Source: an optimization exercise on an open RTL-to-GDS flow (aim: small area). Production flows keep margins and buffers that such runs may drop. Function was checked by simulation only, so behaviour that the tests miss may differ from the original. Power and IR drop assume default switching activity.

### flow/config.mk
export PLATFORM = sky130hd
export DESIGN_NAME = qpu_exu_top
export DESIGN_NICKNAME = qpu_exu_top
export VERILOG_FILES = /design/flow/design.v
export SDC_FILE = /design/flow/constraint.sdc
export NUM_CORES = 4
export LEC_CHECK = 0
export CAP_MARGIN = 20
export CORE_MARGIN = 2
export CORE_UTILIZATION = 40
export SLEW_MARGIN = 20
### flow/run.sh
#!/bin/bash
# synth_recipe.tcl (not shown) runs the flow's synth.tcl, then flattens the netlist and writes it again
# the make line also repeats each setting of config.mk as NAME=value (left out here)
make -C /OpenROAD-flow-scripts/flow DESIGN_CONFIG=/design/flow/config.mk WORK_HOME=/design/flow/orfs CLKGATE_MAP_FILE= SYNTH_SCRIPT=/design/flow/synth_recipe.tcl finish
### flow/constraint.sdc
create_clock -name core_clock -period 5.5 [get_ports {clk}]
set_input_delay 1.1000 -clock core_clock [delete_from_list [all_inputs] [get_ports {clk}]]
set_output_delay 1.1000 -clock core_clock [all_outputs]
set_load 0.01 [all_outputs]
### flow/design.v
`timescale 1ns/10ps
`default_nettype none
package qpu_pkg;
  typedef struct packed {
    logic [4-1:0]   opcode;
    logic [4-1:0] rd;
    logic [4-1:0] rs1;
    logic [4-1:0] rs2;
    logic signed [15:0]          imm;
  } qpu_cls_fmt_t;
  typedef struct packed {
    logic [4-1:0]   opcode;
    logic [8-1:0]  gate;
    logic [3-1:0]  sidx;
    logic [4-1:0] rd;
    logic [3-1:0]  qidx;
    logic [9:0]                  imm;     
  } qpu_q_fmt_t;
  typedef union packed {
    qpu_cls_fmt_t cls;
    qpu_q_fmt_t   q;
  } qpu_instr_u;
endpackage
`default_nettype wire
`timescale 1ns/10ps
`default_nettype none
module qpu_exu_top (
  input  logic                         clk,
  input  logic                         i_rst,
  input  logic                         i_instr_valid,
  output logic                         o_instr_ready,
  input  logic [32-1:0]   i_instr,
  output logic                         o_evt_valid,
  input  logic                         i_evt_ready,
  output logic [8-1:0]   o_evt_gate,
  output logic [8-1:0]    o_evt_mask,
  output logic [20-1:0]   o_evt_time,
  output logic                         o_evt_meas,
  input  logic                         i_meas_valid,
  input  logic [8-1:0]    i_meas_data,
  output logic                         o_wb_valid,
  output logic [4-1:0]  o_wb_rdidx,
  output logic [32-1:0]         o_wb_data
);
  logic [3:0] op;
  logic       d_addi, d_add, d_smis, d_qwait, d_evt, d_meas, d_fmr, d_wb;
  logic [2:0] sidx, qidx;
  assign op      = i_instr[31:28];
  assign d_addi  = (op == 4'd1);
  assign d_add   = (op == 4'd2);
  assign d_smis  = (op == 4'd3);
  assign d_qwait = (op == 4'd4);
  assign d_evt   = (op == 4'd5) || (op == 4'd6);
  assign d_meas  = (op == 4'd6);
  assign d_fmr   = (op == 4'd7);
  assign d_wb    = d_addi || d_add || d_fmr;
  assign sidx    = i_instr[19:17];
  assign qidx    = i_instr[12:10];
  logic [31:0] xr [1:15];
  logic [7:0]  sr [8];
  logic [19:0] time_q;
  logic [7:0]  meas_q;
  logic [7:0]  om [4];
  logic [3:0]  ov;
  logic [1:0]  wp, rp;
  logic        wb_v, evt_v, evt_meas, cin;
  logic [7:0]  g;        
  logic [7:0]  mask;
  logic [3:0]  rs2;
  logic [15:0] imm;
  logic        use_rs2;
  logic hold, hazard, accept, full, match;
  logic [7:0] smask, pend;
  assign hold   = evt_v && !i_evt_ready;
  assign full   = &ov;
  always_comb
  begin
    for (int j = 0; j < 8; j++)
      pend[j] = (ov[0] & om[0][j]) | (ov[1] & om[1][j]) |
                (ov[2] & om[2][j]) | (ov[3] & om[3][j]);
  end
  assign match  = pend[qidx];
  assign hazard = (d_meas && full) || (d_fmr && match);
  assign o_instr_ready = !hazard && !hold;
  assign accept = i_instr_valid && o_instr_ready;
  assign smask  = sr[sidx];
  always_ff @(posedge clk)
  begin
    if (i_rst)
    begin
      wb_v  <= 1'b0;
      evt_v <= 1'b0;
    end
    else
    begin
      wb_v  <= accept && d_wb;
      if (!hold)
        evt_v <= accept && d_evt;
    end
  end
  always_ff @(posedge clk)
  begin
    if (!hold)
    begin
      g[7:4]   <= d_fmr ? i_instr[16:13] : i_instr[27:24];
      g[3:0]   <= d_fmr ? 4'd0 : i_instr[23:20];
      mask     <= smask;
      evt_meas <= d_meas;
    end
  end
  always_ff @(posedge clk)
  begin
    rs2     <= d_fmr ? 4'd0 : i_instr[19:16];
    imm     <= i_instr[15:0];
    use_rs2 <= !d_addi;
    cin     <= d_fmr && meas_q[qidx];
  end
  logic [3:0]  rs1;
  logic [31:0] a, b;
  assign rs1 = g[3:0];
  always_comb
  begin
    a = '0;
    b = '0;
    for (int k = 1; k < 16; k++)
    begin
      a = a | ({32{rs1 == 4'(k)}} & xr[k]);
      b = b | ({32{rs2 == 4'(k)}} & xr[k]);
    end
    if (!use_rs2)
      b = {{16{imm[15]}}, imm};
  end
  assign o_wb_valid = wb_v;
  assign o_wb_rdidx = g[7:4];
  assign o_wb_data  = a + b + 32'(cin);
  assign o_evt_valid = evt_v;
  assign o_evt_gate  = g;
  assign o_evt_mask  = mask;
  assign o_evt_time  = time_q;
  assign o_evt_meas  = evt_meas;
  logic [31:0] wdata;
  assign wdata = i_rst ? '0 : o_wb_data;
  always_ff @(posedge clk)
  begin
    for (int k = 1; k < 16; k++)
      if (i_rst || (wb_v && g[7:4] == 4'(k)))
        xr[k] <= wdata;
  end
  logic [7:0] sdata;
  assign sdata = i_rst ? '0 : i_instr[7:0];
  always_ff @(posedge clk)
  begin
    for (int k = 0; k < 8; k++)
      if (i_rst || (i_instr_valid && !hold && d_smis && sidx == 3'(k)))
        sr[k] <= sdata;
  end
  always_ff @(posedge clk)
  begin
    if (i_rst)
      time_q <= '0;
    else
      time_q <= time_q + ((i_instr_valid && !hold && d_qwait) ? 20'(i_instr[9:0]) : 20'd0);
  end
  logic enq, ret;
  logic [7:0] head;
  assign enq  = accept && d_meas;
  assign ret  = i_meas_valid && (|ov);
  assign head = om[rp];
  always_ff @(posedge clk)
  begin
    for (int j = 0; j < 8; j++)
      if (i_rst || (i_meas_valid && head[j]))
        meas_q[j] <= !i_rst && i_meas_data[j];
  end
  always_ff @(posedge clk)
  begin
    for (int k = 0; k < 4; k++)
      if (enq && wp == 2'(k))
        om[k] <= smask;
  end
  always_ff @(posedge clk)
  begin
    if (i_rst)
    begin
      ov <= '0;
      wp <= '0;
      rp <= '0;
    end
    else
    begin
      if (enq)
        wp <= wp + 1'b1;
      if (ret)
        rp <= rp + 1'b1;
      for (int k = 0; k < 4; k++)
        if (enq && wp == 2'(k))
          ov[k] <= 1'b1;
        else if (ret && rp == 2'(k))
          ov[k] <= 1'b0;
    end
  end
endmodule
`default_nettype wire
==> results of run 1 <==
==> path summary, 6_finish.rpt <==
kind / start / to / slack, ps / depth (start not counted)
max: rs2[0] / o_wb_data[24] / -250 / 18
min: time_q[17] / time_q[17] / 530 / 2
max reg2reg: rs2[0] / xr[15][30] / 680 / 22
min reg2reg: time_q[17] / time_q[17] / 530 / 2
==> Yosys cell counts, drive strengths merged, types with 4 or more instances <==
cell	number	area, sq um
a31oi	25	177.7
nand2	115	431.7
nand4	49	306.5
nor2b	29	181.4
o211ai	8	65.06
mux4	7	157.7
nor2	111	416.7
xnor2	25	219.0
and2	50	312.8
o21a	14	105.1
ha	49	613.1
nor3b	7	52.55
inv	30	112.6
mux2i	17	170.2
nand4b	5	43.79
o21bai	4	30.03
o31ai	8	60.06
or3	10	63.81
a21oi	59	295.3
a222oi	51	510.5
a22oi	247	1854
nor3	23	130.1
a22o	76	665.6
nand3b	6	45.04
nand2b	17	106.4
and3	35	219.0
and4	18	157.7
clkbuf	114	427.9
dfxtp	52	1041
nand3	50	250.2
buf	36	166.4
o21ai	71	355.3
a21boi	5	37.53
a41oi	7	61.31
a21o	16	120.1
o22ai	6	37.54
xor2	16	140.1
edfxtp	601	18050
a221oi	81	715.7
mux2	14	157.7
==> what timing repair did <==
item                                    CTS  global route
pin swaps                                83           102
setup buffers                            74            33
gates resized for setup                 296           147
endpoints found under the setup margin   27            24
cloned                                    2             1
==> flip-flops by register name (all words and copies together) (netlist names) <==
name and flops:
wb_v 1, om 32, ov 4, wp 2, g 8, evt_meas 1
mask 8, cin 1, use_rs2 1, evt_v 1, rs2 4, meas_q 8
rp 2, xr 480, imm 16, time_q 20, sr 64
==> cell usage in the layout, fill, tap and decap left out, types with 14 or more instances in the layout <==
cell / count
ha_1: 33
a22o_1: 76
a21o_1: 16
mux2i_1: 17
a22oi_1: 232
a22oi_2: 15
buf_12: 38
ha_4: 14
and2_1: 49
a31oi_1: 20
o21ai_1: 16
a21oi_1: 43
nor2_4: 15
clkdlybuf4s50_1: 92
clkbuf_16: 74
nor2b_1: 26
nand3_1: 45
inv_1: 26
buf_4: 288
a221oi_2: 17
dfxtp_1: 47
nand4_1: 49
a221oi_1: 61
xnor2_1: 16
and4_1: 17
nor2_1: 87
xor2_1: 14
buf_6: 69
o21ai_0: 44
and3_1: 30
edfxtp_1: 601
a222oi_1: 51
nand2_1: 102
==> power by group <==
group / switching [mW] / internal, mW
registers: 0.844 / 7.44
logic: 3.14 / 2.46
clock network: 2.06 / 2.87
==> layout make-up <==
cell class,instances,area share
tap,959,0.03076
multi-input combinational,1376,0.2863
sequential,653,0.4897
inverter,32,0.003207
timing repair buffer,521,0.1283
clock inverter,48,0.01325
clock buffer,85,0.04849
==> per-stage QoR <==
| stage | setup slack [ps] | setup TNS (ps) | cells | utilization | hold slack (ps) |
|---|---|---|---|---|---|
| floorplan | 278.9 | 0 | 2211 | - | 513.6 |
| global placement | -394.6 | -2295 | 3440 | 0.4668 | 494.4 |
| detailed placement | -422.3 | -2734 | 3441 | 0.4673 | 507.5 |
| CTS | -156.1 | -406.7 | 3643 | 0.5224 | 529.9 |
| global route | -297.0 | -3088 | 3674 | 0.5347 | 576.7 |
| finish | -249.0 | -1640 | 3674 | 0.5347 | 526.5 |
==> logic make-up after synthesis <==
logic type,count (synthesis),share of synthesized area
compound gates,707,0.1817
xor+xnor,41,0.01217
fa+ha+maj,52,0.02281
buf+inv,182,0.02421
flops,653,0.6468
mux,38,0.01645
simple gates,538,0.09594
==> critical path, cell delays in order (launching register included) <==
cell and delay, ps:
dfxtp_4 360, buf_4 150, nand2b_4 90, buf_6 120, nor2_2 40, buf_4 210, a222oi_1 410, nand3_1 140
a21oi_1 180, a41oi_2 190, ha_4 340, and3_4 190, a221oi_4 380, a2bb2oi_4 200, o211ai_4 110, a31oi_4 180
or4b_4 500, nand3_4 110, buf_6 100
==> layer usage <==
layer | up-vias | GRT usage | routed length, um
li1 | 9933 | - | -
met1 | 11930 | 0.3936 | 42590
met2 | 2140 | 0.4798 | 52380
met3 | 502 | 0.06899 | 14780
met4 | 0 | 0.1558 | 7584
met5 | - | 0 | 0
==> run summary, run 1 <==
- Clk pin slew, worst setup/hold paths: 60 ps
- IO buf count: 120
- Crit Path Max Fanout: 7
- CTS hold repair buffers: 0
- Arrival time worst endpoint: 4650 ps
- Mapped Cells: 2211
- Yosys Warn Count: 4
- Worst Max-Slew Pin Slew: 1119 ps
- Effective utilization at floorplan: 0.4045
- Sequential cell area: 19100 sq um
- Register area share after synthesis: 0.6468
- Slew Limit Fails: 0
- Startpoint types: flip-flop
- Final net count: 2753
- Global placer's final weighted congestion: 0.9393
- Netlist cell types: 86
- H-tree depth reported by CTS: 3
- Period utilization: 1.045
- Core area: 72960 sq um
- CP Data Required Time: 4400 ps
- Die height: 275.6 um
- Mapped Avg Cell Area: 13.35 sq um
- First-pass GRT wire length: 166200 um
- Seq cells post-synth: 653
- Final Instance Area: 39010 sq um
- Fin Clk Skew: 36.04 ps
- CTS tree: built
- WL/cell: 31.94 um
- Antenna cell count: 0
- CTS buffer count: 72
- Clock root buffer: clkbuf_16
- Largest net degree at the start of global routing: 47
- Skew-Pair Late Insertion Delay: 650 ps
- Setup Viol. Count Final: 14
- Power density cells: 482.3 nW/um^2
- Worst hold path class: flip-flop to flip-flop
- Number of routed nets with antenna violations: 0
- Crit path capture type: output port
- Max Fclk: 173.9 MHz
- Fillers: 5925
- Blocking Checks: negative setup slack
- Fin. Hold Viols: 0
- Die Width: 275.6 um
- Synth async-reset ratio: 0
- First-pass DRT Iterations: 10
- Post-DP HPWL: 71950 um
- Placed Area: 34090 sq um
- Share of cells above drive strength 1: 0.2832
- Pleak: 14.02 nW
- Residual DRC count: 0
- Tot Pwr: 18.81 mW
- P&R area growth vs syn: 32.19%
- DIE AREA: 75970 sq um
- Final worst path period need: 5749 ps
- Max rail drop VDD: 381.0 uV
- Vias in the first global route: 24070
- Relative slew slack: 0.2512
- Initial antenna violation count: 0
- GRT Residual Overflow: 0
- Iter 0 DRT Violations: 4485
- PnR worst setup slack: -249.0 ps
- RSZ-0062 raised after global routing: yes
- Via-to-Cell Ratio: 6.670
- Area of the multi-input gates: 11170 sq um
- Maxcap violations: 0
- Status: finished with violations
- Clk buf depth: 3
- Most used DFF post-synth: edfxtp_1
- Critical path class: flip-flop to output port
- Number of synthesized flops with an enable pin: 601
- TritonCTS sink count: 653
- All-Layer GR Usage: 0.3040
- Mapped Area: 29510 sq um
- Row count: 99
- Mapped Nets: 2308
- # IOs: 121
- Vias: 24500
- Final WL: 117300 um
==> run 2: changes to the inputs <==
--- a/flow/design.v
+++ b/flow/design.v
@@ -43,5 +43,5 @@
   output logic [32-1:0]         o_wb_data
 );
-  logic [3:0] op;
+  logic [3:0] op, rd, rs1, rs2;
   logic       d_addi, d_add, d_smis, d_qwait, d_evt, d_meas, d_fmr, d_wb;
   logic [2:0] sidx, qidx;
@@ -57,4 +57,7 @@
   assign sidx    = i_instr[19:17];
   assign qidx    = i_instr[12:10];
+  assign rd      = d_fmr ? i_instr[16:13] : i_instr[27:24];
+  assign rs1     = i_instr[23:20];
+  assign rs2     = i_instr[19:16];
   logic [31:0] xr [1:15];
   logic [7:0]  sr [8];
@@ -64,13 +67,12 @@
   logic [3:0]  ov;
   logic [1:0]  wp, rp;
-  logic        wb_v, evt_v, evt_meas, cin;
+  logic        wb_v, evt_v, evt_meas;
   logic [7:0]  g;        
   logic [7:0]  mask;
-  logic [3:0]  rs2;
-  logic [15:0] imm;
-  logic        use_rs2;
-  logic hold, hazard, accept, full, match;
+  logic [31:0] res;
+  logic hold, hazard, accept, full, match, free;
   logic [7:0] smask, pend;
   assign hold   = evt_v && !i_evt_ready;
+  assign free   = i_instr_valid && !hold;
   assign full   = &ov;
   always_comb
@@ -85,4 +87,21 @@
   assign accept = i_instr_valid && o_instr_ready;
   assign smask  = sr[sidx];
+  logic [31:0] a, b, sum, result;
+  logic        fbit, kill;
+  assign fbit = meas_q[qidx];
+  always_comb
+  begin
+    a = '0;
+    b = '0;
+    for (int k = 1; k < 16; k++)
+    begin
+      a = a | ({32{rs1 == 4'(k)}} & xr[k]);
+      b = b | ({32{d_add && rs2 == 4'(k)}} & xr[k]);
+    end
+    b = b | ({32{d_addi}} & {{16{i_instr[15]}}, i_instr[15:0]});
+  end
+  assign sum = a + b;
+  assign kill   = i_rst || d_fmr;
+  assign result = ({32{!kill}} & sum) | 32'(!i_rst && d_fmr && fbit);
   always_ff @(posedge clk)
   begin
@@ -103,6 +122,5 @@
     if (!hold)
     begin
-      g[7:4]   <= d_fmr ? i_instr[16:13] : i_instr[27:24];
-      g[3:0]   <= d_fmr ? 4'd0 : i_instr[23:20];
+      g        <= {rd, i_instr[23:20]};
       mask     <= smask;
       evt_meas <= d_meas;
@@ -110,28 +128,8 @@
   end
   always_ff @(posedge clk)
-  begin
-    rs2     <= d_fmr ? 4'd0 : i_instr[19:16];
-    imm     <= i_instr[15:0];
-    use_rs2 <= !d_addi;
-    cin     <= d_fmr && meas_q[qidx];
-  end
-  logic [3:0]  rs1;
-  logic [31:0] a, b;
-  assign rs1 = g[3:0];
-  always_comb
-  begin
-    a = '0;
-    b = '0;
-    for (int k = 1; k < 16; k++)
-    begin
-      a = a | ({32{rs1 == 4'(k)}} & xr[k]);
-      b = b | ({32{rs2 == 4'(k)}} & xr[k]);
-    end
-    if (!use_rs2)
-      b = {{16{imm[15]}}, imm};
-  end
-  assign o_wb_valid = wb_v;
-  assign o_wb_rdidx = g[7:4];
-  assign o_wb_data  = a + b + 32'(cin);
+    res <= result;
+  assign o_wb_valid  = wb_v;
+  assign o_wb_rdidx  = g[7:4];
+  assign o_wb_data   = res;
   assign o_evt_valid = evt_v;
   assign o_evt_gate  = g;
@@ -139,11 +137,11 @@
   assign o_evt_time  = time_q;
   assign o_evt_meas  = evt_meas;
-  logic [31:0] wdata;
-  assign wdata = i_rst ? '0 : o_wb_data;
+  logic        wen;
+  assign wen   = accept && d_wb;
   always_ff @(posedge clk)
   begin
     for (int k = 1; k < 16; k++)
-      if (i_rst || (wb_v && g[7:4] == 4'(k)))
-        xr[k] <= wdata;
+      if (i_rst || (wen && rd == 4'(k)))
+        xr[k] <= result;
   end
   logic [7:0] sdata;
@@ -152,5 +150,5 @@
   begin
     for (int k = 0; k < 8; k++)
-      if (i_rst || (i_instr_valid && !hold && d_smis && sidx == 3'(k)))
+      if (i_rst || (free && d_smis && sidx == 3'(k)))
         sr[k] <= sdata;
   end
@@ -160,5 +158,5 @@
       time_q <= '0;
     else
-      time_q <= time_q + ((i_instr_valid && !hold && d_qwait) ? 20'(i_instr[9:0]) : 20'd0);
+      time_q <= time_q + ((free && d_qwait) ? 20'(i_instr[9:0]) : 20'd0);
   end
   logic enq, ret;
==> flow/flow/run.sh (new file) <==
#!/bin/bash
# Standard layout with: plain buf_1 port buffers, no timing-driven global
# placement, and a clock tree of clkbuf_8 cells over small clusters without
# dummy loads. The clock still reaches every register through buffers.
set -o pipefail
bash standard.sh \
  "BUFFER_PORTS_ARGS=-buffer_cell sky130_fd_sc_hd__buf_1" \
  GPL_TIMING_DRIVEN=0 \
  SETUP_SLACK_MARGIN=0.15 \
  "CTS_ARGS=-sink_clustering_enable -repair_clock_nets -dont_use_dummy_load -sink_clustering_size 16 -sink_clustering_max_diameter 50 -buf_list sky130_fd_sc_hd__clkbuf_8" \
  finish > flow.log 2>&1
==> flow/standard.sh (new file) <==
#!/bin/bash
# synth_recipe.tcl (not shown) runs the flow's synth.tcl, then flattens the netlist and writes it again
# the make line also repeats each setting of config.mk as NAME=value (left out here)
make -C /OpenROAD-flow-scripts/flow DESIGN_CONFIG=/design/flow/config.mk WORK_HOME=/design/flow/orfs CLKGATE_MAP_FILE= SYNTH_SCRIPT=/design/flow/synth_recipe.tcl "${@:-finish}"
removed: flow/run.sh
==> run 2 against run 1 <==
Compared with the run above: the run now finishes clean; critical path type is now primary input to flip-flop; via count is 5.1% lower; first-iteration DRC count increased by 21%; total power fell by 44%; sequential share of layout area rose by 8.2 points; worst hold slack got worse by 13 ps; combinational power is 78% lower; cell area fell by 14%; critical path depth rose by 2; global-route usage up 1.8 points; register-to-register slack gained 560 ps.
==> run summary, run 2 <==
- Status: finished clean
- Most instantiated library cell after synthesis: edfxtp_1
- Slowest cell delay on critical path: 520 ps (+20 ps)
- Crit Path Max Fanout: 16 (+9)
- Fillers: 6246 (+5.4%)
- Crit path capture type: flip-flop
- Mapped Avg Cell Area: 13.86 sq um (+3.9%)
- Core area: 71730 sq um (-1.7%)
- Mapped Nets: 2194 (-4.9%)
- Global placer's final weighted congestion: 1.002 (+6.6%)
- Final net count: 2445 (-11%)
- Largest net degree at the start of global routing: 32 (-32%)
- Clock root buffer: clkbuf_8
- IO buf count: 117 (-2.5%)
- Die Width: 273.6 um (-0.74%)
- PnR worst setup slack: 141.2 ps (+390.2 ps)
- Place WS: -2507 ps (-2085 ps)
- Die height: 273.6 um (-0.74%)
- Startpoint types: primary input
- TritonCTS sink count: 663 (+1.5%)
- Clk buf depth: 3 (unchanged)
- CP delay by family, top: compound AO/OA/AOI/OAI gates
- Power density cells: 310.9 nW/um^2 (-36%)
- Register area share after synthesis: 0.6635 (+0.01668)
- Worst Max-Slew Pin Slew: 1179 ps (+59.87 ps)
- Final Instance Area: 33730 sq um (-14%)
- Final WL: 122600 um (+4.5%)
- CP max-delay cell: clkbuf_4
- Worst hold path class: flip-flop to flip-flop
- Yosys Warn Count: 4 (unchanged)
- R2r worst-path depth: 16 (-27%)
- Mapped Cells: 2097 (-5.2%)
- Max Fclk: 186.6 MHz (+7.3%)
- Clk pin slew, worst setup/hold paths: 70 ps (about the same)
- CTS buffer count: 74 (+2.8%)
- Setup Viol. Count Final: 0 (-14)
- Mapped Area: 29070 sq um (-1.5%)
- All-Layer GR Usage: 0.3216 (+0.01760)
- Relative slew slack: 0.2112 (-0.03999)
- Arrival time worst endpoint: 5810 ps (+1160 ps)
- Largest register FFs: 480 (unchanged)
- Fin. Hold Viols: 0 (unchanged)
- Critical path class: primary input to flip-flop
- Commonest non-fill, non-tap cell in the layout: edfxtp_1
- Iter 0 DRT Violations: 5438 (+21%)
- Tot Pwr: 10.49 mW (-44%)
- Max rail drop VDD: 219.7 uV (-42%)
- Synth cell count leaders: 601 x edfxtp_1, 261 x a22oi_1, 123 x nor2_1, 101 x nand2_1, 90 x a222oi_1
- Most used DFF post-synth: edfxtp_1
- GRT Residual Overflow: 0 (unchanged)
- P&R area growth vs syn: 16.02%
- Slew Limit Fails: 0 (unchanged)
- Post-DP HPWL: 79730 um (+11%)
- Most frequent cells in the layout: 601 x edfxtp_1, 261 x a22oi_1, 117 x buf_1
- Via-to-Cell Ratio: 7.041 (+5.6%)
- Cells on Worst Hold Path: 2 (unchanged)
- Critical path buffers and inverters: 5 (+1)
- WL/cell: 37.13 um (+16%)
- Maxcap violations: 0 (unchanged)
- Fin Clk Skew: 85.53 ps (+49.49 ps)
- Yosys top cell area share: 0.6208 (+0.009264)
- Row count: 98 (-1.0%)
- Vias: 23250 (-5.1%)
- Initial antenna violation count: 10 (+10)
- Period utilization: 0.9743 (-0.07095)
- Post-route setup TNS: 0 ps (+1640 ps)
- Seq cells post-synth: 663 (+1.5%)
- Pleak: 11.72 nW (-16%)
- Worst path cell trace: buf_2 > nand2_1 > nor2_2 > clkbuf_4 > a22oi_1 > nand4_1 > ha_2 > inv_1 > fa_1 > nor2b_4 > o211ai_1 > a21o_1 > a2111oi_4 > buf_4 > o2111ai_2 > a21oi_2 > a211oi_1 > xor2_1 > nor2_4 > buf_12
- CTS tree: built
- Residual DRC count: 0 (unchanged)
- RSZ-0062 raised after global routing: yes
- R2R Setup Slk: 1240 ps (+560 ps)
- Stages on worst setup path: 20 (+2)
- Vias in the first global route: 22120 (-8.1%)
- Netlist cell types: 67 (-22%)
- First-pass DRT Iterations: 10 (unchanged)
- Top flop regs: xr: 480 flops, sr: 64 flops
- # IOs: 121 (unchanged)
- Placed Area: 31720 sq um (-7.0%)
- Number of routed nets with antenna violations: 0 (unchanged)
- Share of cells above drive strength 1: 0.1607 (-0.1225)
- Skew-Pair Late Insertion Delay: 710 ps (+60 ps)
- Final worst path period need: 5359 ps (-390.2 ps)
- Number of synthesized flops with an enable pin: 601 (unchanged)
- Cell accounting for the most synthesized area: edfxtp_1
- Main area contributors after synthesis: edfxtp_1 62%, a22oi_1 6.7%, dfxtp_1 4.3%
- Effective utilization at floorplan: 0.4053 (+0.0007820)
- Synth async-reset ratio: 0 (unchanged)
- Biggest register: xr
- First-pass GRT wire length: 168100 um (+1.1%)
- H-tree depth reported by CTS: 3 (unchanged)
- DIE AREA: 74850 sq um (-1.5%)
- CP Data Required Time: 5950 ps (+1550 ps)
==> run 2: changes by cell type in the layout (fill, tap and decap cells not counted), sizes merged, moves of 18 or more <==
| cell | previous run | this run |
|---|---|---|
| a221oi | 81 | 55 |
| a222oi | 51 | 90 |
| a22o | 76 | 52 |
| a31oi | 25 | 4 |
| and2 | 50 | 15 |
| and4 | 18 | 0 |
| buf | 415 | 230 |
| clkbuf | 91 | 155 |
| clkdlybuf4s50 | 92 | 0 |
| clkinv | 29 | 0 |
| o21ai | 71 | 33 |
| o21bai | 4 | 23 |
==> run 2: kinds of logic after synthesis <==
logic type,share of synthesized area
simple gates,0.08310
fa+ha+maj,0.02290
flops,0.6635
xor+xnor,0.01265
buf+inv,0.02531
compound gates,0.1735
mux,0.01907
==> run 2: where the power goes <==
part           leakage [nW]  switching (mW)  internal [mW]
combinational          4.58           0.857          0.368
clock                 0.532            1.69           1.20
sequential             6.61           0.269           6.11
total                  11.7            2.81           7.67
==> run 2: worst paths after layout <==
check                   start          to
setup / recovery  i_instr[20]   xr[5][30]
hold / removal     time_q[19]  time_q[19]
setup reg to reg        evt_v  time_q[14]
hold reg to reg    time_q[19]  time_q[19]
==> run 2: per-layer routing <==
| metal | wire length [um] | vias to the layer above | global-route usage |
|---|---|---|---|
| met3 | 19240 | 614 | 0.1241 |
| met1 | 43420 | 11310 | 0.4131 |
| met4 | 8908 | 4 | 0.1795 |
| met2 | 51020 | 2272 | 0.4649 |
| li1 | - | 9053 | - |
| met5 | 24 | - | 0 |
==> run 2: area by class of cell <==
| cell class | count | area [sq um] | share of cell area |
|---|---|---|---|
| tap | 950 | 1189 | 0.03524 |
| buffer | 136 | 1006 | 0.02982 |
| multi-input combinational | 1269 | 9648 | 0.2860 |
| sequential | 663 | 19290 | 0.5718 |
| timing repair buffer | 175 | 1458 | 0.04321 |
| inverter | 29 | 108.9 | 0.003227 |
| clock buffer | 74 | 1018 | 0.03019 |
| antenna | 6 | 15.01 | 0.0004451 |
==> run 2: what timing repair did <==
item	4_1_cts	5_1_grt
hold buffers	0	0
pin swaps	6	11
setup buffers	6	16
resized for setup	190	95
setup endpoints to repair	478	313
hold endpoints to repair	0	0
==> run 2: worst reg2reg max path, cell delays in order, from the launching register on <==
cell	delay [ps]
dfxtp_1	320
or2b_2	440
and3b_1	290
nor4bb_2	320
and2_1	180
ha_1	180
inv_1	70
fa_1	400
nor2b_1	160
o21ai_0	130
a21oi_1	210
o21ai_0	170
a21o_1	210
o21ai_0	570
nand3_1	180
xor2_1	240
nor2_1	70
==> run 2: metrics by stage <==
step,util,cells,hold WS (ps)
4_1_cts,0.4646,3280,523.2
6_report,0.4702,3302,513.5
5_1_grt,0.4701,3297,562.4
3_5_place_dp,0.4421,3200,509.2
2_1_floorplan,-,2097,513.6
3_3_place_gp,0.4281,3164,503.4
==> run 3: changes to the inputs <==
==> flow/flow/run.sh (replaced) <==
#!/bin/bash
# Standard layout with: plain buf_1 port buffers, no timing-driven global
# placement, and a clock tree of clkbuf_16 cells over clusters of 25 without
# dummy loads. The clock still reaches every register through buffers.
set -o pipefail
bash standard.sh \
  "BUFFER_PORTS_ARGS=-buffer_cell sky130_fd_sc_hd__buf_1" \
  GPL_TIMING_DRIVEN=0 \
  SETUP_SLACK_MARGIN=0.15 \
  "CTS_ARGS=-sink_clustering_enable -repair_clock_nets -dont_use_dummy_load -sink_clustering_size 25 -sink_clustering_max_diameter 60 -buf_list sky130_fd_sc_hd__clkbuf_16" \
  finish > flow.log 2>&1
==> run 3 against run 2 <==
Compared with the run above: first-iteration DRC count rose by 1.3%; non-clock buffer count rose by 11; core utilization rose by 0.62 points; via count fell by 0.46%; die area did not move; synthesized area did not move; critical path type unchanged; largest power group unchanged; highest routed layer unchanged.
==> run summary, run 3 <==
- Status: finished clean
- Crit Path Max Fanout: 16 (unchanged)
- Synth cell count leaders: 601 x edfxtp_1, 261 x a22oi_1, 123 x nor2_1, 101 x nand2_1, 90 x a222oi_1
- Netlist cell types: 67 (unchanged)
- Fin. Hold Viols: 0 (unchanged)
- All-Layer GR Usage: 0.3202 (-0.001423)
- Initial antenna violation count: 8 (-2)
- Number of routed nets with antenna violations: 0 (unchanged)
- IO buf count: 117 (unchanged)
- Met1 wire length: 43020 um (-0.91%)
- Max rail drop VDD: 276.1 uV (+26%)
- Via-to-Cell Ratio: 7.043 (about the same)
- Mapped Nets: 2194 (unchanged)
- Residual DRC count: 0 (unchanged)
- Row count: 98 (unchanged)
- Placed cells: 3200 (unchanged)
- Vias: 23140 (-0.46%)
- Synth async-reset ratio: 0 (unchanged)
- GRT Residual Overflow: 0 (unchanged)
- CTS hold repair buffers: 0 (unchanged)
- Non-Filler Instances: 3286 (-0.48%)
- # IOs: 121 (unchanged)
- Critical path class: primary input to flip-flop
- First-pass DRT Iterations: 13 (+3)
- CTS tree: built
- Register area share after synthesis: 0.6635 (unchanged)
- Number of synthesized flops with an enable pin: 601 (unchanged)
- Skew-Pair Late Insertion Delay: 660 ps (-50 ps)
- Most instantiated library cell after synthesis: edfxtp_1
- Power density cells: 317.8 nW/um^2 (+2.2%)
- Effective utilization at floorplan: 0.4053 (unchanged)
- Final net count: 2431 (-0.57%)
- Crit path capture type: flip-flop
- Fin Hold WS: 511.7 ps (-1.711 ps)
- Slew Limit Fails: 0 (unchanged)
- Post-DP HPWL: 79730 um (unchanged)
- Mapped Avg Cell Area: 13.86 sq um (unchanged)
- Vias in the first global route: 21900 (-0.98%)
- Global placer's final weighted congestion: 1.002 (unchanged)
- Worst hold path class: flip-flop to flip-flop
- Final WL: 122000 um (-0.52%)
- Sequential cell area: 19290 sq um (unchanged)
- Maxcap violations: 0 (unchanged)
- DIE AREA: 74850 sq um (unchanged)
- Main area contributors after synthesis: edfxtp_1 62%, a22oi_1 6.7%, dfxtp_1 4.3%
- Relative slew slack: 0.1882 (-0.02302)
- P&R area growth vs syn: 17.56%
- Die height: 273.6 um (unchanged)
- Tot Pwr: 10.86 mW (+3.6%)
- Most used DFF post-synth: edfxtp_1
- Mapped Cells: 2097 (unchanged)
- CTS buffer count: 49 (-34%)
- Area of the multi-input gates: 9706 sq um (+0.60%)
- Largest register FFs: 480 (unchanged)
- RSZ-0062 raised after global routing: yes
- Clk pin slew, worst setup/hold paths: 60 ps (about the same)
- Most frequent cells in the layout: 601 x edfxtp_1, 261 x a22oi_1, 115 x buf_1
- Fillers: 6184 (-0.99%)
- Cell accounting for the most synthesized area: edfxtp_1
- Yosys top cell area share: 0.6208 (unchanged)
- Core area: 71730 sq um (unchanged)
- Die Width: 273.6 um (unchanged)
- Worst Max-Slew Pin Slew: 1213 ps (+34.41 ps)
- Pleak: 11.90 nW (+1.5%)
- First-pass GRT wire length: 168000 um (about the same)
- WL/cell: 37.12 um (about the same)
- Mapped Area: 29070 sq um (unchanged)
- Final worst path period need: 5352 ps (-6.795 ps)
- Met2 Wirelength: 50860 um (-0.30%)
- H-tree depth reported by CTS: 2 (-1)
- PnR worst setup slack: 148.0 ps (+6.795 ps)
- Arrival time worst endpoint: 5710 ps (-100 ps)
- Iter 0 DRT Violations: 5509 (+1.3%)
- Post-route core utilization: 0.4765 (+0.006228)
- Top flop regs: xr: 480 flops, sr: 64 flops
- Setup Viol. Count Final: 0 (unchanged)
- Seq cells post-synth: 663 (unchanged)
- CP Data Required Time: 5860 ps (-90 ps)
- Fin Clk Skew: 89.01 ps (+3.484 ps)
- Share of cells above drive strength 1: 0.1604 (-0.0003217)
- Max Fclk: 186.8 MHz (+0.13%)
- Place WS: -2507 ps (unchanged)
- Startpoint types: primary input
- Top layer in use: met5
- Yosys Warn Count: 4 (unchanged)
- WL met3: 18960 um (-1.5%)
- Period utilization: 0.9731 (-0.001235)
- Clock root buffer: clkbuf_16
- Biggest register: xr
- Largest net degree at the start of global routing: 32 (unchanged)
- TritonCTS sink count: 663 (unchanged)
- Commonest non-fill, non-tap cell in the layout: edfxtp_1
- Clk buf depth: 3 (unchanged)
run 3: cell counts after synthesis:
No cell type changed its count.
run 3: cell families after synthesis:
kind of cell             count (synthesis)  synth area share
AO/OA/AOI/OAI                          649            0.1735
buffers and inverters                  165           0.02531
XOR/XNOR                                42           0.01265
multiplexers                            41           0.01907
flip-flops                             663            0.6635
adder cells (fa/ha/maj)                 52           0.02290
AND/OR/NAND/NOR                        485           0.08310
run 3: worst paths after layout:
| kind | from | end | slack, ps | cells after the start |
|---|---|---|---|---|
| min reg2reg | time_q[19] | time_q[19] | 510 | 2 |
| max | i_instr[23] | xr[15][31] | 150 | 19 |
| min | time_q[19] | time_q[19] | 510 | 2 |
| max reg2reg | evt_v | time_q[16] | 1240 | 16 |
run 3: layout make-up:
class | count | share of cell area
buffer | 135 | 0.03185
antenna | 4 | 0.0002929
clock buffer | 49 | 0.03588
multi-input combinational | 1269 | 0.2840
sequential | 663 | 0.5644
inverter | 29 | 0.003185
tap | 950 | 0.03478
timing repair buffer | 187 | 0.04569
run 3: metrics by stage:
stage	cell area, sq um	setup TNS, ps
finish	34180	0
global route	34170	0
CTS	33750	0
detailed placement	31720	-838110
global placement	30710	-1923860
floorplan	29080	0
run 3: layer usage:
| layer | track usage | vias up |
|---|---|---|
| li1 | - | 9041 |
| met4 | 0.1819 | 8 |
| met1 | 0.4121 | 11230 |
| met3 | 0.1168 | 567 |
| met5 | 0 | - |
| met2 | 0.4656 | 2300 |
run 3: timing repair:
action	4_1_cts	5_1_grt
setup buffers	15	18
pin swaps	9	17
endpoints found under the setup margin	479	279
resized for setup	222	95
run 3: power by group:
group | switching, mW | leakage (nW) | internal (mW)
Combinational | 0.858 | 4.69 | 0.380
Clock | 1.68 | 0.604 | 1.57
Sequential | 0.266 | 6.61 | 6.11
Total | 2.80 | 11.9 | 8.06
run 3: worst max-delay path: stages:
cell	delay, ps
buf_2	200
nand2b_2	310
nor2_2	320
clkbuf_4	480
clkbuf_4	480
a22oi_1	130
nand4_1	140
ha_1	330
a21oi_2	300
o211ai_1	190
a21oi_2	300
a21oi_2	150
o31ai_4	280
buf_12	160
a211oi_1	80
o22ai_1	240
xnor2_1	210
nor2_4	80
buf_12	190
==> run 4: changes to the inputs <==
==> flow/flow/run.sh (replaced) <==
#!/bin/bash
# Standard layout with: plain buf_1 port buffers, no timing-driven global
# placement, and a clock tree of clkbuf_4 cells over small clusters without
# dummy loads. The clock still reaches every register through buffers.
set -o pipefail
bash standard.sh \
  "BUFFER_PORTS_ARGS=-buffer_cell sky130_fd_sc_hd__buf_1" \
  GPL_TIMING_DRIVEN=0 \
  SETUP_SLACK_MARGIN=0.3 \
  "CTS_ARGS=-sink_clustering_enable -repair_clock_nets -dont_use_dummy_load -sink_clustering_size 8 -sink_clustering_max_diameter 35 -buf_list sky130_fd_sc_hd__clkbuf_4" \
  finish > flow.log 2>&1
==> run 4 against run 3 <==
Compared with the run above: maximum frequency rose by 4.6%; synthesized cell count unchanged; sequential share of layout area up 0.75 points; cell area is 1.3% lower; total power decreased by 3.6%; via count up 2.5%; global-route usage up 0.089 points; wire length is 0.22% higher; still clean on timing, DRC and antenna; non-clock buffer count down 10.
==> run summary, run 4 <==
- Residual DRC count: 0 (unchanged)
- PnR worst setup slack: 384.6 ps (+236.6 ps)
- Effective utilization at floorplan: 0.4053 (unchanged)
- First-pass DRT Iterations: 10 (-3)
- Clk buf depth: 3 (unchanged)
- Yosys top cell area share: 0.6208 (unchanged)
- Most used cell, CP: buf_12
- Number of routed nets with antenna violations: 0 (unchanged)
- Arrival time worst endpoint: 5880 ps (+170 ps)
- Startpoint types: primary input
- Seq cells post-synth: 663 (unchanged)
- Vias: 23730 (+2.5%)
- Number of synthesized flops with an enable pin: 601 (unchanged)
- Commonest non-fill, non-tap cell in the layout: edfxtp_1
- Die Width: 273.6 um (unchanged)
- CTS hold repair buffers: 0 (unchanged)
- Setup Viol. Count Final: 0 (unchanged)
- Post-route core utilization: 0.4702 (-0.006245)
- Clock root buffer: clkbuf_4
- Vias in the first global route: 22480 (+2.7%)
- Row count: 98 (unchanged)
- H-tree depth reported by CTS: 4 (+2)
- Biggest register: xr
- First-pass GRT wire length: 167500 um (-0.26%)
- Synth async-reset ratio: 0 (unchanged)
- CTS buffer count: 133 (+170%)
- Fin. Hold Viols: 0 (unchanged)
- Status: finished clean
- Mapped Nets: 2194 (unchanged)
- WL/cell: 36.28 um (-2.3%)
- CP Data Required Time: 6260 ps (+400 ps)
- RSZ-0062 raised after global routing: no
- Period utilization: 0.9301 (-0.04302)
- Final worst path period need: 5115 ps (-236.6 ps)
- Final WL: 122200 um (+0.22%)
- Most frequent cells in the layout: 601 x edfxtp_1, 261 x a22oi_1, 159 x clkbuf_4
- TritonCTS sink count: 663 (unchanged)
- Core area: 71730 sq um (unchanged)
- P&R area growth vs syn: 16.02%
- CP delay by family, top: compound AO/OA/AOI/OAI gates
- Netlist cell types: 67 (unchanged)
- Non-Filler Instances: 3369 (+2.5%)
- Final net count: 2505 (+3.0%)
- Fillers: 6383 (+3.2%)
- Mapped Area: 29070 sq um (unchanged)
- Slew Limit Fails: 0 (unchanged)
- Critical path buffers and inverters: 7 (+2)
- Mapped Cells: 2097 (unchanged)
- Register area share after synthesis: 0.6635 (unchanged)
- Largest net degree at the start of global routing: 31 (-3.1%)
- DIE AREA: 74850 sq um (unchanged)
- Worst hold path class: primary input to flip-flop
- Via-to-Cell Ratio: 7.045 (about the same)
- Yosys Warn Count: 4 (unchanged)
- IO buf count: 117 (unchanged)
- Iter 0 DRT Violations: 5433 (-1.4%)
- Mapped Avg Cell Area: 13.86 sq um (unchanged)
- Cell accounting for the most synthesized area: edfxtp_1
- Main area contributors after synthesis: edfxtp_1 62%, a22oi_1 6.7%, dfxtp_1 4.3%
- Fin Clk Skew: 101.2 ps (+12.21 ps)
- Pleak: 11.79 nW (-0.89%)
- Most used DFF post-synth: edfxtp_1
- Initial antenna violation count: 12 (+4)
- Skew-Pair Late Insertion Delay: 1070 ps (+410 ps)
- Slowest cell delay on critical path: 480 ps (about the same)
- Critical path class: primary input to flip-flop
- # IOs: 121 (unchanged)
- Share of cells above drive strength 1: 0.1766 (+0.01626)
- All-Layer GR Usage: 0.3211 (+0.0008938)
- Top flop regs: xr: 480 flops, sr: 64 flops
- Placed cells: 3197 (-0.094%)
- Relative slew slack: 0.1628 (-0.02540)
- Maxcap violations: 0 (unchanged)
- Max rail drop VDD: 160.8 uV (-42%)
- GRT Residual Overflow: 0 (unchanged)
- Crit Path Max Fanout: 15 (-1)
- Most instantiated library cell after synthesis: edfxtp_1
- Place WS: -2785 ps (-277.4 ps)
- CTS tree: built
- Max Fclk: 195.5 MHz (+4.6%)
- Area of the multi-input gates: 9639 sq um (-0.68%)
- Global placer's final weighted congestion: 0.9890 (-1.3%)
- Worst Max-Slew Pin Slew: 1251 ps (+37.95 ps)
- Sequential cell area: 19290 sq um (unchanged)
- Die height: 273.6 um (unchanged)
- Largest register FFs: 480 (unchanged)
- Crit path capture type: flip-flop
- Worst path cell trace: buf_1 > clkbuf_8 > nor3_4 > nand2_2 > nor3_4 > buf_12 > buf_12 > a221oi_1 > nand3_1 > ha_2 > inv_1 > fa_1 > nor2b_4 > o211ai_1 > a21o_1 > a2111oi_4 > buf_4 > o2111ai_1 > a21oi_1 > a211oi_1 > xor2_1 > nor2_4 > buf_12
- Synth cell count leaders: 601 x edfxtp_1, 261 x a22oi_1, 123 x nor2_1, 101 x nand2_1, 90 x a222oi_1
- Clk pin slew, worst setup/hold paths: 90 ps (+30 ps)
- Power density cells: 310.4 nW/um^2 (-2.3%)
- CP max-delay cell: fa_1
- Post-DP HPWL: 78650 um (-1.3%)
[run 4: cell counts after synthesis]
Identical to the previous run, type by type.
[run 4: cell type report]
class,count,share of cell area
well taps,950,0.03524
inverters,29,0.003227
plain buffers,136,0.02968
repair buffers,176,0.04366
diodes,13,0.0009645
flip-flops and latches,663,0.5719
multi-input cells,1269,0.2858
clock buffers,133,0.02960
[run 4: through the flow]
stage	hold WS, ps	cell area (sq um)	TNS [ps]	power, mW
2_1_floorplan	513.6	29090	0	6.955
3_3_place_gp	509.1	30710	-1877870	7.476
3_5_place_dp	533.3	31690	-907720	7.566
4_1_cts	309.8	33270	0	10.39
5_1_grt	381.2	33700	0	10.76
6_report	353.3	33730	0	10.47
[run 4: cells by family (layout without fill, tap and decap cells)]
| kind of cell | after synthesis | count (layout) | synth area share |
|---|---|---|---|
| flops | 663 | 663 | 0.6635 |
| mux | 41 | 41 | 0.01907 |
| simple gates | 485 | 485 | 0.08310 |
| other cells | 0 | 13 | 0 |
| xor+xnor | 42 | 42 | 0.01265 |
| buf+inv | 165 | 474 | 0.02531 |
| fa+ha+maj | 52 | 52 | 0.02290 |
| compound gates | 649 | 649 | 0.1735 |
[run 4: report_power, final]
group | switching [mW] | internal, mW
logic | 0.849 | 0.375
registers | 0.267 | 6.11
clock network | 1.76 | 1.10
[run 4: worst reg2reg max path: cells and delay by family, from the launching register on]
kind            cells  cell delay [ps]
buf+inv             1               60
flops               1              330
fa+ha+maj           2              580
simple gates        7             1720
xor+xnor            1              180
compound gates      5             1280
[run 4: layer usage]
metal | GRT usage | wire [um] | up-vias
met5 | 0.007060 | 47 | -
met4 | 0.1923 | 8826 | 8
li1 | - | - | 9239
met1 | 0.4008 | 43280 | 11500
met2 | 0.4629 | 50910 | 2386
met3 | 0.1344 | 19180 | 599
[run 4: worst paths after layout]
check            startpoint  cells after the start  slack [ps]         end
max             i_instr[28]                     23         380   xr[5][30]
min          i_meas_data[6]                      2         350   meas_q[6]
min reg2reg      time_q[19]                      2         550  time_q[19]
max reg2reg           evt_v                     16        1200  time_q[14]
[run 4: repair_timing]
item / in CTS / in global routing
resized for setup: 178 / 107
pin swaps: 8 / 9
endpoints found under the setup margin: 464 / 303
setup buffers: 13 / 10
==> run 5: changes to the inputs <==
--- a/flow/design.v
+++ b/flow/design.v
@@ -67,7 +67,6 @@
   logic [3:0]  ov;
   logic [1:0]  wp, rp;
-  logic        wb_v, evt_v, evt_meas;
-  logic [7:0]  g;        
-  logic [7:0]  mask;
+  logic        wb_v, evt_v;
+  logic [3:0]  rdq;
   logic [31:0] res;
   logic hold, hazard, accept, full, match, free;
@@ -120,21 +119,17 @@
   always_ff @(posedge clk)
   begin
+    rdq        <= rd;
+    res[31:17] <= result[31:17];
     if (!hold)
-    begin
-      g        <= {rd, i_instr[23:20]};
-      mask     <= smask;
-      evt_meas <= d_meas;
-    end
+      res[16:0] <= d_evt ? {d_meas, i_instr[27:20], smask} : result[16:0];
   end
-  always_ff @(posedge clk)
-    res <= result;
   assign o_wb_valid  = wb_v;
-  assign o_wb_rdidx  = g[7:4];
+  assign o_wb_rdidx  = rdq;
   assign o_wb_data   = res;
   assign o_evt_valid = evt_v;
-  assign o_evt_gate  = g;
-  assign o_evt_mask  = mask;
+  assign o_evt_gate  = res[15:8];
+  assign o_evt_mask  = res[7:0];
   assign o_evt_time  = time_q;
-  assign o_evt_meas  = evt_meas;
+  assign o_evt_meas  = res[16];
   logic        wen;
   assign wen   = accept && d_wb;
--- a/flow/flow/run.sh
+++ b/flow/flow/run.sh
@@ -7,5 +7,5 @@
   "BUFFER_PORTS_ARGS=-buffer_cell sky130_fd_sc_hd__buf_1" \
   GPL_TIMING_DRIVEN=0 \
-  SETUP_SLACK_MARGIN=0.3 \
+  SETUP_SLACK_MARGIN=0.15 \
   "CTS_ARGS=-sink_clustering_enable -repair_clock_nets -dont_use_dummy_load -sink_clustering_size 8 -sink_clustering_max_diameter 35 -buf_list sky130_fd_sc_hd__clkbuf_4" \
   finish > flow.log 2>&1
==> run 5 against run 4 <==
Compared with the run above: now fails the layout checks on negative setup slack; first-iteration DRC count decreased by 4.3%; setup slack worse by 390 ps; combinational power barely moved; critical path depth is 5 lower; synthesized area grew 0.19%; cell count shrank 1.5%; worst hold slack better by 58 ps; largest power group unchanged.
==> run summary, run 5 <==
- Critical path class: primary input to flip-flop
- # IOs: 121 (unchanged)
- Top flop regs: xr: 480 flops, sr: 64 flops
- Initial antenna violation count: 9 (-3)
- Via-to-Cell Ratio: 7.285 (+3.4%)
- Combinational share of power: 0.124 (+0.007)
- Placed cells: 3184 (-0.41%)
- TritonCTS sink count: 650 (-2.0%)
- Placed Area: 31410 sq um (-0.91%)
- Iter 0 DRT Violations: 5199 (-4.3%)
- R2R Setup Slk: 1190 ps (about the same)
- Power density cells: 305.4 nW/um^2 (-1.6%)
- Seq cells post-synth: 650 (-2.0%)
- Setup Viol. Count Final: 14 (+14)
- GRT Residual Overflow: 0 (unchanged)
- Crit Path Max Fanout: 16 (+1)
- Number of synthesized flops with an enable pin: 601 (unchanged)
- Fin. Hold Viols: 0 (unchanged)
- Final worst path period need: 5505 ps (+389.8 ps)
- CTS buffer count: 111 (-17%)
- Synth cell count leaders: 601 x edfxtp_1, 177 x a22oi_1, 143 x a221oi_1, 124 x a22o_1, 111 x nand2_1
- Core area: 71730 sq um (unchanged)
- Period utilization: 1.001 (+0.07087)
- Blocking Checks: negative setup slack
- Post-DP HPWL: 79670 um (+1.3%)
- CTS tree: built
- Int Pwr: 7.297 mW (-3.9%)
- Clock Power Share: 0.253 (-0.021)
- Most frequent cells in the layout: 601 x edfxtp_1, 177 x a22oi_1, 143 x a221oi_1
- Final WL: 126300 um (+3.3%)
- Clock root buffer: clkbuf_4
- Largest register FFs: 480 (unchanged)
- Synth async-reset ratio: 0 (unchanged)
- Netlist cell types: 76 (+13%)
- First-pass GRT wire length: 170700 um (+1.9%)
- Critical R2R Launch: evt_v
- Most instantiated library cell after synthesis: edfxtp_1
- Status: finished with violations
- Commonest non-fill, non-tap cell in the layout: edfxtp_1
- RSZ-0062 raised after global routing: no
- Mapped Cells: 2093 (-0.19%)
- Maxcap violations: 0 (unchanged)
- PnR worst setup slack: -5.181 ps (-389.8 ps)
- All-Layer GR Usage: 0.3271 (+0.006054)
- Residual DRC count: 0 (unchanged)
- Vias: 24190 (+1.9%)
- Global placer's final weighted congestion: 1.022 (+3.3%)
- Number of routed nets with antenna violations: 0 (unchanged)
- P&R area growth vs syn: 13.42%
- Worst Max-Slew Pin Slew: 1327 ps (+76.21 ps)
- Startpoint types: primary input
- Biggest register: xr
- Sw power: 2.792 mW (-3.0%)
- Skew-Pair Late Insertion Delay: 990 ps (-80 ps)
- Hold Path Origin: i_instr_valid
- Largest net degree at the start of global routing: 26 (-16%)
- H-tree depth reported by CTS: 3 (-1)
- Vias in the first global route: 22420 (-0.27%)
- Mapped Nets: 2190 (-0.18%)
- Clk buf depth: 3 (unchanged)
- Register area share after synthesis: 0.6533 (-0.01019)
- Switching part of the total power: 0.2767 (+0.001759)
- CP endpoint: xr[12][30]
- Pleak: 11.61 nW (-1.5%)
- Mapped Area: 29130 sq um (+0.19%)
- WL/cell: 38.05 um (+4.9%)
- Relative slew slack: 0.1109 (-0.05185)
- Die height: 273.9 um (about the same)
- Max rail drop VDD: 169.5 uV (+5.4%)
- Row count: 98 (unchanged)
- Reg power frac: 0.623 (+0.014)
- Cell accounting for the most synthesized area: edfxtp_1
- IO buf count: 113 (-3.4%)
- Slew Limit Fails: 0 (unchanged)
- Yosys Warn Count: 4 (unchanged)
- First-pass DRT Iterations: 13 (+3)
- Share of cells above drive strength 1: 0.1740 (-0.002637)
- Worst hold path class: primary input to flip-flop
- Fin Hold WS: 411.6 ps (+58.34 ps)
- Non-Filler Instances: 3320 (-1.5%)
- Fillers: 6353 (-0.47%)
- Main area contributors after synthesis: edfxtp_1 62%, a22oi_1 4.6%, a221oi_1 4.3%
- Tot Pwr: 10.09 mW (-3.6%)
- Crit path capture type: flip-flop
- DIE AREA: 74990 sq um (+0.19%)
- Reg2reg end: time_q[14]
- Final net count: 2461 (-1.8%)
- Mapped Avg Cell Area: 13.92 sq um (+0.38%)
- Fin Clk Skew: 136.2 ps (+35.01 ps)
- Clk pin slew, worst setup/hold paths: 80 ps (about the same)
- Most used DFF post-synth: edfxtp_1
- Final Instance Area: 33040 sq um (-2.1%)
- Worst setup path startpoint: i_instr[23]
- R2r worst-path depth: 16 (unchanged)
- Post-route core utilization: 0.4606 (-0.009663)
- Yosys top cell area share: 0.6196 (-0.001173)
- Effective utilization at floorplan: 0.4061 (+0.0007675)
- CP Data Required Time: 6250 ps (about the same)
- Arrival time worst endpoint: 6260 ps (+380 ps)
- Max Fclk: 181.6 MHz (-7.1%)
- Die Width: 273.9 um (about the same)
- CTS hold repair buffers: 0 (unchanged)
==> run 5: logic make-up after synthesis <==
family / count (synthesis) / synth area share
buffers and inverters: 186 / 0.02891
flip-flops: 650 / 0.6533
multiplexers: 33 / 0.01559
XOR/XNOR: 40 / 0.01203
adder cells (fa/ha/maj): 52 / 0.02285
AND/OR/NAND/NOR: 450 / 0.08063
AO/OA/AOI/OAI: 682 / 0.1867
==> run 5: worst min-delay path by stage <==
| stage | end | slack, ps | depth (start not counted) |
|---|---|---|---|
| global route | evt_v | 370 | 3 |
| detailed placement | time_q[19] | 510 | 2 |
| finish | evt_v | 410 | 3 |
| CTS | evt_v | 370 | 3 |
| floorplan | time_q[19] | 500 | 2 |
| global placement | time_q[19] | 470 | 2 |
==> run 5: area by class of cell <==
| cell class | count | area (sq um) | share of cell area |
|---|---|---|---|
| clock buffers | 111 | 833.3 | 0.02522 |
| well taps | 950 | 1189 | 0.03598 |
| diodes | 8 | 20.02 | 0.0006060 |
| inverters | 32 | 120.1 | 0.003636 |
| multi-input cells | 1258 | 9824 | 0.2974 |
| plain buffers | 153 | 1007 | 0.03049 |
| repair buffers | 158 | 1015 | 0.03071 |
| flip-flops and latches | 650 | 19030 | 0.5760 |
==> run 5: stage by stage <==
stage / TNS, ps / setup slack, ps
2_1_floorplan: 0 / 160.4
3_3_place_gp: -1298510 / -3342
3_5_place_dp: -1014070 / -2883
4_1_cts: 0 / 166.9
5_1_grt: 0 / 173.5
6_report: -41.24 / -5.181
==> run 5: timing repair <==
item / in CTS / in global routing
resized for setup: 152 / 68
setup buffers: 3 / 13
cloned: 0 / 1
setup endpoints to repair: 464 / 297
pin swaps: 4 / 9
==> run 5: power by group through the flow <==
stage | sequential, mW | combinational (mW) | clock, mW
6_report | 6.28 | 1.25 | 2.55
5_1_grt | 6.31 | 1.29 | 2.76
4_1_cts | 6.27 | 1.16 | 2.57
3_5_place_dp | 6.37 | 1.12 | 0
3_3_place_gp | 6.38 | 1.05 | 0
2_1_floorplan | 6.28 | 0.607 | 0
==> run 5: critical path, stage by stage <==
cell       delay, ps
buf_2            280
nor4b_2          270
buf_4            230
clkbuf_2         570
buf_2            670
a22oi_1          210
nand4_1          120
ha_1             280
nor2b_2          200
o31ai_2          410
a2111oi_2        140
or3_1            430
buf_2            210
o211ai_2         290
a21boi_2         150
o22ai_2          200
mux2i_4          290
buf_12           160
==> run 5: routing by layer <==
metal  part of all wire  vias up  global-route usage
li1                   -     9166                   -
met1               0.35    11680              0.4079
met2               0.41     2607              0.4721
met3               0.16      722              0.1443
met4              0.077       10              0.1835
met5             0.0018        -             0.01348

-- what the ideal ports hide --
How much do the figures lean on ideal ports? The routed layouts below were timed once more, with nothing changed but the port constraints.
Step 1 assumes that a clkbuf_16 drives the clock port and a buf_2 every other input.
Step 2 times the ports against the registers' clock, not the clock port: input delays grow and output delays shrink by t, the midpoint of the rising clock arrivals with the driver on.
Three values: no drivers, after step 1, after step 2; two values: the first two.
run	shift t [ns]	setup slack, ns	latest minus earliest clock arrival (ns)
run 1	0.700	-0.249 / -0.315 / 0.385	0.036 / 0.036
run 2	0.737	0.141 / 0.177 / -0.559	0.107 / 0.107
run 3	0.677	0.148 / 0.188 / -0.489	0.089 / 0.089
run 4	1.083	0.385 / 0.414 / -0.670	0.101 / 0.101
run 5	0.984	-0.005 / -0.043 / -1.027	0.136 / 0.137
Met with ideal ports but missed after step 2: setup timing in run 2, run 3 and run 4. For run 4, which loses most, drivers alone change the setup slack by +0.029 ns; drivers and shift together by -1.055 ns.
